Context: an optimization exercise on an open-source flow, tuned for small area, a short achievable clock period and few clock cycles. The choices shown serve that exercise and are no tape-out recipe.
The RTL was checked by simulation tests, not by an equivalence proof against the original design.
Power figures rest on the tool's default switching activity, not on a simulated workload.

===== flow/design.v =====
package aechi_pkg;
	localparam int QUEUE_DEPTH = 16;
	localparam int QIDX_W      = (QUEUE_DEPTH > 1) ? $clog2(QUEUE_DEPTH) : 1;
	localparam int EC_DEPTH  = 256;
	localparam int EC_ADDR_W = 8;
	localparam int  PADDR_W     = 3;
	localparam int  PDATA_W     = 32;
	localparam logic REG_ACPI_EN = 1'b0;
	localparam logic [7:0] CMD_READ      = 8'h80;
	localparam logic [7:0] CMD_WRITE     = 8'h81;
	localparam logic [7:0] CMD_BURST_ON  = 8'h82;
	localparam logic [7:0] CMD_BURST_OFF = 8'h83;
	localparam logic [7:0] CMD_QUERY     = 8'h84;
	localparam logic [7:0] BURST_ACK     = 8'h90;
	localparam logic [1:0] BYTES_READ  = 2'h1;
	localparam logic [1:0] BYTES_WRITE = 2'h2;
	typedef enum logic [1:0] {
		OP_COMMAND = 2'd0,
		OP_DATA    = 2'd1,
		OP_EVENT   = 2'd2,
		OP_TIMEOUT = 2'd3
	} opcode_t;
	typedef struct packed {
		opcode_t    opcode;
		logic [7:0] byte_value;
		logic       host_awake;
	} item_t;
	typedef struct packed {
		logic       reply_valid;
		logic [7:0] reply_byte;
		logic       sci_pulse;
		logic       event_pending;
		logic       burst_active;
		logic       burst_watch;
	} result_t;
endpackage
module aechi_ram #(
	parameter int WIDTH = 8,
	parameter int DEPTH = 256
) (
	input  logic                     clk,
	input  logic                     wr_en,
	input  logic [$clog2(DEPTH)-1:0] wr_addr,
	input  logic [WIDTH-1:0]         wr_data,
	input  logic                     rd_en,
	input  logic [$clog2(DEPTH)-1:0] rd_addr,
	output logic [WIDTH-1:0]         rd_data
);
	logic [WIDTH-1:0] mem_q [DEPTH];
	always_ff @(posedge clk) begin
		if (wr_en) begin
			mem_q[wr_addr] <= wr_data;
		end
		if (rd_en) begin
			rd_data <= mem_q[rd_addr];
		end
	end
endmodule
import aechi_pkg::*;
module acpi_ec_host_interface (
	input  logic               clk,
	input  logic               arst_n,
	input  logic               cmd_valid,
	output logic               cmd_stall,
	input  logic [10:0]        cmd_i,
	output logic               res_valid,
	input  logic               res_stall,
	output logic [12:0]        res_o,
	input  logic               psel,
	input  logic               penable,
	input  logic               pwrite,
	input  logic [aechi_pkg::PADDR_W-1:0] paddr,
	input  logic [aechi_pkg::PDATA_W-1:0] pwdata,
	output logic [aechi_pkg::PDATA_W-1:0] prdata,
	output logic               pready
);
	aechi_pkg::item_t   cmd;
	aechi_pkg::result_t res;
	assign cmd   = aechi_pkg::item_t'(cmd_i);
	assign res_o = res;
	logic in_fire;
	logic s2_free;
	logic step;
	logic  valid_s1;
	aechi_pkg::item_t item_s1;
	logic  valid_s2;
	aechi_pkg::result_t res_s2;
	logic acpi_en_q;
	logic [7:0]          current_command_q, current_command_nxt;
	logic [1:0]          bytes_expected_q, bytes_expected_nxt;
	logic [7:0]          write_address_q, write_address_nxt;
	logic                pending_q, pending_nxt;
	logic                burst_q, burst_nxt;
	logic                watch_q, watch_nxt;
	logic [7:0]          queue_q [QUEUE_DEPTH];
	logic [QIDX_W-1:0]   head_q, head_nxt;
	logic [QIDX_W-1:0]   tail_q, tail_nxt;
	logic [QIDX_W-1:0]   head_inc;
	logic                q_wr;
	logic [EC_DEPTH-1:0]  ec_valid_q;
	logic                 ec_wr;
	logic                 ram_wr_en;
	logic [7:0]           ram_rd_data;
	logic                 bypass_q;
	logic [EC_ADDR_W-1:0] byp_addr_q;
	logic [7:0]           byp_data_q;
	logic [7:0]           ec_rd_byte;
	aechi_pkg::result_t res_nxt;
	assign s2_free   = !valid_s2 || !res_stall;
	assign cmd_stall = valid_s1 && !s2_free;
	assign in_fire   = cmd_valid && !cmd_stall;
	assign step      = valid_s1 && s2_free;
	assign res_valid = valid_s2;
	assign res       = res_s2;
	assign pready = 1'b1;
	assign prdata = (paddr[2] == REG_ACPI_EN) ? PDATA_W'(acpi_en_q) : '0;
	always_ff @(posedge clk or negedge arst_n) begin
		if (!arst_n) begin
			acpi_en_q <= 1'b0;
		end else if (psel && penable && pwrite && pready && paddr[2] == REG_ACPI_EN) begin
			acpi_en_q <= pwdata[0];
		end
	end
	always_ff @(posedge clk or negedge arst_n) begin
		if (!arst_n) begin
			valid_s1 <= 1'b0;
		end else if (in_fire) begin
			valid_s1 <= 1'b1;
		end else if (step) begin
			valid_s1 <= 1'b0;
		end
	end
	always_ff @(posedge clk) begin
		if (in_fire) begin
			item_s1 <= cmd;
		end
	end
	assign ram_wr_en = step && ec_wr;
	aechi_ram #(
		.WIDTH (8),
		.DEPTH (EC_DEPTH)
	) u_ec_ram (
		.clk     (clk),
		.wr_en   (ram_wr_en),
		.wr_addr (write_address_q),
		.wr_data (item_s1.byte_value),
		.rd_en   (in_fire),
		.rd_addr (cmd.byte_value),
		.rd_data (ram_rd_data)
	);
	always_ff @(posedge clk or negedge arst_n) begin
		if (!arst_n) begin
			bypass_q   <= 1'b0;
			ec_valid_q <= '0;
		end else begin
			if (in_fire) begin
				bypass_q <= ram_wr_en;
			end
			if (ram_wr_en) begin
				ec_valid_q[write_address_q] <= 1'b1;
			end
		end
	end
	always_ff @(posedge clk) begin
		if (ram_wr_en) begin
			byp_addr_q <= write_address_q;
			byp_data_q <= item_s1.byte_value;
		end
	end
	always_comb begin
		if (!ec_valid_q[item_s1.byte_value]) begin
			ec_rd_byte = '0;
		end else if (bypass_q && byp_addr_q == item_s1.byte_value) begin
			ec_rd_byte = byp_data_q;
		end else begin
			ec_rd_byte = ram_rd_data;
		end
	end
	function automatic logic [QIDX_W-1:0] qnext(input logic [QIDX_W-1:0] idx);
		logic [QIDX_W-1:0] nxt;
		if (idx == QIDX_W'(QUEUE_DEPTH - 1)) begin
			nxt = '0;
		end else begin
			nxt = idx + QIDX_W'(1);
		end
		qnext = nxt;
	endfunction
	assign head_inc = qnext(head_q);
	always_comb begin
		current_command_nxt = current_command_q;
		bytes_expected_nxt  = bytes_expected_q;
		write_address_nxt   = write_address_q;
		pending_nxt         = pending_q;
		burst_nxt           = burst_q;
		watch_nxt           = watch_q;
		head_nxt            = head_q;
		tail_nxt            = tail_q;
		q_wr                = 1'b0;
		ec_wr               = 1'b0;
		res_nxt             = '0;
		unique case (item_s1.opcode)
			OP_COMMAND: begin
				current_command_nxt = item_s1.byte_value;
				bytes_expected_nxt  = '0;
				unique case (item_s1.byte_value)
					CMD_READ, CMD_WRITE: begin
						res_nxt.sci_pulse  = 1'b1;
						bytes_expected_nxt = (item_s1.byte_value == CMD_READ) ?
							BYTES_READ : BYTES_WRITE;
						if (acpi_en_q && !burst_q) begin
							watch_nxt = 1'b1;
						end
					end
					CMD_BURST_ON: begin
						burst_nxt          = 1'b1;
						watch_nxt          = 1'b1;
						res_nxt.reply_valid = 1'b1;
						res_nxt.reply_byte  = BURST_ACK;
						res_nxt.sci_pulse   = 1'b1;
					end
					CMD_BURST_OFF: begin
						burst_nxt         = 1'b0;
						watch_nxt         = 1'b0;
						res_nxt.sci_pulse = 1'b1;
					end
					CMD_QUERY: begin
						if (head_q != tail_q) begin
							res_nxt.reply_valid = 1'b1;
							res_nxt.reply_byte  = queue_q[tail_q];
							res_nxt.sci_pulse   = 1'b1;
							tail_nxt            = qnext(tail_q);
							if (tail_nxt == head_q) begin
								pending_nxt = 1'b0;
							end
						end else begin
							pending_nxt = 1'b0;
						end
					end
					default: begin
					end
				endcase
			end
			OP_DATA: begin
				if (bytes_expected_q != '0) begin
					bytes_expected_nxt = bytes_expected_q - 2'd1;
					if (current_command_q == CMD_READ) begin
						if (bytes_expected_nxt == '0) begin
							res_nxt.reply_valid = 1'b1;
							res_nxt.reply_byte  = ec_rd_byte;
							res_nxt.sci_pulse   = 1'b1;
							watch_nxt           = 1'b0;
						end
					end else if (current_command_q == CMD_WRITE) begin
						res_nxt.sci_pulse = 1'b1;
						if (bytes_expected_nxt == BYTES_READ) begin
							write_address_nxt = item_s1.byte_value;
						end else if (bytes_expected_nxt == '0) begin
							ec_wr     = 1'b1;
							watch_nxt = 1'b0;
						end
					end
				end
			end
			OP_EVENT: begin
				q_wr = 1'b1;
				if (head_inc != tail_q) begin
					head_nxt = head_inc;
				end
				if (item_s1.host_awake) begin
					pending_nxt       = 1'b1;
					res_nxt.sci_pulse = 1'b1;
				end
			end
			OP_TIMEOUT: begin
				if (burst_q || watch_q) begin
					burst_nxt         = 1'b0;
					watch_nxt         = 1'b0;
					res_nxt.sci_pulse = 1'b1;
				end
			end
			default: begin
			end
		endcase
		res_nxt.event_pending = pending_nxt;
		res_nxt.burst_active  = burst_nxt;
		res_nxt.burst_watch   = watch_nxt;
	end
	always_ff @(posedge clk or negedge arst_n) begin
		if (!arst_n) begin
			current_command_q <= '0;
			bytes_expected_q  <= '0;
			write_address_q   <= '0;
			pending_q         <= 1'b0;
			burst_q           <= 1'b0;
			watch_q           <= 1'b0;
			head_q            <= '0;
			tail_q            <= '0;
		end else if (step) begin
			current_command_q <= current_command_nxt;
			bytes_expected_q  <= bytes_expected_nxt;
			write_address_q   <= write_address_nxt;
			pending_q         <= pending_nxt;
			burst_q           <= burst_nxt;
			watch_q           <= watch_nxt;
			head_q            <= head_nxt;
			tail_q            <= tail_nxt;
		end
	end
	always_ff @(posedge clk) begin
		if (step && q_wr) begin
			queue_q[head_q] <= item_s1.byte_value;
		end
	end
	always_ff @(posedge clk or negedge arst_n) begin
		if (!arst_n) begin
			valid_s2 <= 1'b0;
		end else if (step) begin
			valid_s2 <= 1'b1;
		end else if (!res_stall) begin
			valid_s2 <= 1'b0;
		end
	end
	always_ff @(posedge clk) begin
		if (step) begin
			res_s2 <= res_nxt;
		end
	end
endmodule

===== flow/run.sh =====
#!/bin/bash
# synth_recipe.tcl (not shown) runs the flow's synth.tcl, then flattens the netlist and writes it again
# the make line also repeats each setting of config.mk as NAME=value (left out here)
make -C /OpenROAD-flow-scripts/flow DESIGN_CONFIG=/design/flow/config.mk WORK_HOME=/design/flow/orfs CLKGATE_MAP_FILE= SYNTH_SCRIPT=/design/flow/synth_recipe.tcl finish

===== flow/config.mk =====
export PLATFORM = sky130hd
export DESIGN_NAME = acpi_ec_host_interface
export DESIGN_NICKNAME = acpi_ec_host_interface
export VERILOG_FILES = /design/flow/design.v
export SDC_FILE = /design/flow/constraint.sdc
export NUM_CORES = 4
export LEC_CHECK = 0
export CAP_MARGIN = 20
export CORE_MARGIN = 2
export CORE_UTILIZATION = 40
export SLEW_MARGIN = 20

===== flow/constraint.sdc =====
create_clock -name core_clock -period 4.0 [get_ports {clk}]
set_input_delay 0.8000 -clock core_clock [delete_from_list [all_inputs] [get_ports {clk}]]
set_output_delay 0.8000 -clock core_clock [all_outputs]
set_load 0.01 [all_outputs]

==> results.sh <==
export IMPL_status="no timing/DRC/antenna violations"
export IMPL_switching_share_pct=22.1
export IMPL_syn_avg_cell_area_sq_um=21.2
export IMPL_stdcell_count=8630
export IMPL_overflow=0
export IMPL_max_stage_delay_ns=0.66
export IMPL_globalRouteMet1Util_pct=26.7
export IMPL_clock_latency_ns=0.91
export IMPL_peakVddDrop_mv=0.387
export IMPL_rsz0062_at_grt="no"
export IMPL_path_buf_inv=1
export IMPL_grt_pass1_vias=49600
export IMPL_drv_slew=0
export IMPL_fin_crit_ns=3.32
export IMPL_cp_required_ns=4.63
export IMPL_clockRootBuffer="clkbuf_16"
export IMPL_async_reset_ff_share_pct=11.5
export IMPL_grtUsageMet2_pct=30.2
export IMPL_power_frac_seq_pct=50.5
export IMPL_start_util_pct=40.3
export IMPL_synth_compound_area_share_pct=2.89
export IMPL_htree_levels=5
export IMPL_gr_max_usage_layer="met2"
export IMPL_finalHoldViolations=0
export IMPL_gr_usage_met3_pct=2.85
export IMPL_synthAdderAreaFrac_pct=0.253
export IMPL_n_fill_cell=20200
export IMPL_yosysSeqAreaShare_pct=74.8
export IMPL_ys_types=70
export IMPL_path_clk_slew_ns=0.06
export IMPL_skew_ns=0.0489
export IMPL_intPower_mw=44.8
export IMPL_place_ws_ns=0.0948
export IMPL_finalWorstSetupSlack_ns=0.682
export IMPL_dp_cells=8167
export IMPL_grt_max_degree=214
export IMPL_setup_worst_path_start_class="flop"
export IMPL_worstMarginPinSlew_ns=1.13
export IMPL_drc_errors=0
export IMPL_dieWidth_microns=501
export IMPL_cts_max_path_buffers=4
export IMPL_avgRoutedWirePerCell_microns=27.4
export IMPL_synth_top_family_by_area="multiplexers"
export IMPL_finalCritPeriodShare_pct=83.0
export IMPL_dpl_hpwl_microns=144000
export IMPL_vias=48300
export IMPL_p_leak_nw=38.4
export IMPL_ios=101
export IMPL_clock_fmax_ghz=0.301
export IMPL_antenna_found_initial=8
export IMPL_min_path_type="in2async"
export IMPL_drtIter0Drc=4732
export IMPL_crit_family="multiplexers"
export IMPL_worstPathCellList="buf_4 -> mux4_1 -> mux4_2 -> a22oi_2 -> nand3_1 -> nor4_2 -> o32a_2 -> o21ai_1"
export IMPL_dieArea_sq_um=251000
export IMPL_row_count=182
export IMPL_grt_usage_pct=18.8
export IMPL_numCtsBuffers=274
export IMPL_netlist_area_sq_um=99000
export IMPL_synthToLayoutAreaGrowth_pct=16.6
export IMPL_syn_inst=4660
export IMPL_pwr_share_clk_pct=42.1
export IMPL_coreArea_sq_um=246000
export IMPL_synth_seq_cells=2513
export IMPL_comb_power_share_pct=7.4
export IMPL_crit_type="reg2reg"
export IMPL_synthXorXnorAreaFrac_pct=0.203
export IMPL_synth_simple_gate_area_share_pct=2.44
export IMPL_synth_flop_cell="edfxtp_1"
export IMPL_cts_sinks=2513
export IMPL_die_h_microns=501
export IMPL_via_per_inst=5.60
export IMPL_setup_violations=0
export IMPL_synth_edf_count=2224
export IMPL_yosysWarnings=2
export IMPL_slew_headroom_pct=24.9
export IMPL_synth_mux_area_fraction_pct=17.9
export IMPL_port_buffers=35
export IMPL_p_per_area_nw_per_um2=499
export IMPL_finalNetCount=5297
export IMPL_crit_path_max_fanout=13
export IMPL_detail_route_antenna_nets=0
export IMPL_endpoint_kind="flop"
export IMPL_layout_drive_gt1_share_pct=31.0
export IMPL_tritoncts="yes"
export IMPL_grt_pass1_wl_microns=346000
export IMPL_maxCapViolCount=0
export IMPL_postCtsSetupBuffers=0
export IMPL_drt_pass1_iter_count=6
export IMPL_arrival_ns=3.95
export IMPL_slowest_stage="mux4_1"
export IMPL_p_switching_mw=12.7
export IMPL_gp_congestion=0.836
export IMPL_wl_microns=236000
==> area by class of cell <==
type                    instances  area (sq um)  share of cell area, %
repair buffers                559          5080                   4.40
diodes                          2          5.00                0.00434
inverters                      22          88.8                 0.0770
flip-flops and latches       2513         74000                   64.1
clock inverters               126          1210                   1.05
clock buffers                 334          7310                   6.34
multi-input cells            1854         23600                   20.5
well taps                    3220          4030                   3.49
==> cell usage in the layout (no fill, tap or decap), types with 7 or more instances in the layout <==
cell type and n:
bufinv_16 22, clkbuf_16 281, buf_4 463, nand2_1 103, conb_1 32, nand2_2 13
o21bai_1 255, xnor2_1 8, clkbuf_1 45, o21ai_0 19, mux4_2 728, xor2_1 15
mux4_1 12, a211oi_1 19, edfxtp_1 2224, inv_6 8, nor4b_1 9, mux2i_1 76
buf_12 62, o22ai_1 8, a21oi_1 14, nand2b_1 11, clkdlybuf4s50_1 28, mux2_2 16
nand3_1 21, dfrtp_1 288, inv_1 20, clkbuf_8 8, nand4_1 7, nor3_1 15
clkinv_2 34, o21ai_1 14, nor2_1 298, a22oi_1 32, clkinvlp_4 9, nor2b_1 30
ha_1 20, and3_1 7, clkinv_1 49
==> path summary, 6_finish.rpt <==
| check | depth (start not counted) | slack [ns] | to | from |
|---|---|---|---|---|
| min reg2reg | 1 | 0.47 | ec_valid_q[195] | ec_valid_q[195] |
| min | 2 | 0.45 | ec_valid_q[194] | arst_n |
| max | 8 | 0.68 | res_s2[10] | item_s1[2] |
| min in group core_clock | 1 | 0.47 | ec_valid_q[195] | ec_valid_q[195] |
| max in group asynchronous | 3 | 2.54 | ec_valid_q[233] | arst_n |
| max reg2reg | 8 | 0.68 | res_s2[10] | item_s1[2] |
==> state kept, by name (all words and copies together), names as in the netlist <==
signal             cells
current_command_q      8
u_ec_ram.rd_data       8
write_address_q        8
valid_s2               1
u_ec_ram.mem_q      2048
bypass_q               1
ec_valid_q           256
bytes_expected_q       2
res_s2                13
byp_addr_q             8
acpi_en_q              1
byp_data_q             8
valid_s1               1
pending_q              1
head_q                 4
queue_q              128
watch_q                1
tail_q                 4
burst_q                1
item_s1               11
==> timing repair <==
action,in CTS,in global routing
hold endpoints to repair,64,0
hold buffers,1,0
resized for setup,0,0
==> power by group through the flow <==
stage	Combinational (mW)	Clock (mW)	Sequential, mW
final	4.25	24.2	29.1
after global routing	4.55	25.7	29.1
after CTS	4.32	24.7	29.1
after detailed placement	4.31	0	29.6
after global placement	4.26	0	29.6
after floorplan	2.67	0	29.7
==> stage by stage <==
step	cell area, sq um	util, %	setup TNS [ns]	total power, mW	hold slack [ns]
6_report	115000	46.9	0	57.6	0.446
5_1_grt	115000	46.9	0	59.4	0.452
4_1_cts	115000	46.9	0	58.2	0.412
3_5_place_dp	107000	43.4	0	34.0	0.456
3_3_place_gp	107000	43.4	0	33.9	0.449
2_1_floorplan	99200	-	-737.65	32.4	0.423
==> Yosys cell counts, drive strengths merged (16+ instances only) <==
| cell type | instances | area (sq um) |
|---|---|---|
| dfrtp | 289 | 7230 |
| mux4 | 740 | 16700 |
| clkbuf | 135 | 507 |
| o21bai | 255 | 1910 |
| nor3 | 16 | 80.1 |
| nand2 | 116 | 435 |
| nand3 | 23 | 115 |
| edfxtp | 2224 | 66800 |
| nor2 | 298 | 1120 |
| ha | 20 | 250 |
| mux2 | 22 | 248 |
| a22oi | 33 | 253 |
| buf | 166 | 938 |
| o21ai | 33 | 165 |
| nor2b | 30 | 188 |
| mux2i | 76 | 761 |
| a211oi | 20 | 150 |
| inv | 20 | 75.1 |
==> kinds of logic after synthesis <==
kind of cell,after synthesis
xor+xnor,23
compound gates,394
flops,2513
buf+inv,323
fa+ha+maj,20
mux,838
simple gates,547
other cells,2
==> per-layer routing <==
metal	share of wire, %	vias up
li1	-	20300
met3	5.9	307
met4	2.6	2
met2	49	1574
met5	0.0068	-
met1	43	26100
Testbench counts, summed over its fixed seeds: cycles 18,250.

## afterwards: timing with drivers on the ports
Ports are ideal in the flow. The routed layout listed here was re-timed in OpenROAD.
Step 1, drivers: a clkbuf_16 drives clk and a buf_2 each remaining input, both assumed.
Step 2, shift: input delay + t, output delay - t, t = (earliest + latest rising clock arrival at the registers) / 2. This alone moves slack from input paths to output paths.
Three values: ideal, step 1, step 2; two values: the first two.
t, ns: 0.977
slack for setup (ns): 0.682 / 0.682 / 0.054
clock arrival spread, ns: 0.067 / 0.066
cell pins on the clock port's net: 1
After both steps setup and hold are still met in this run. For this run, drivers alone change the setup slack by 0.000 ns; drivers and shift together by -0.628 ns.
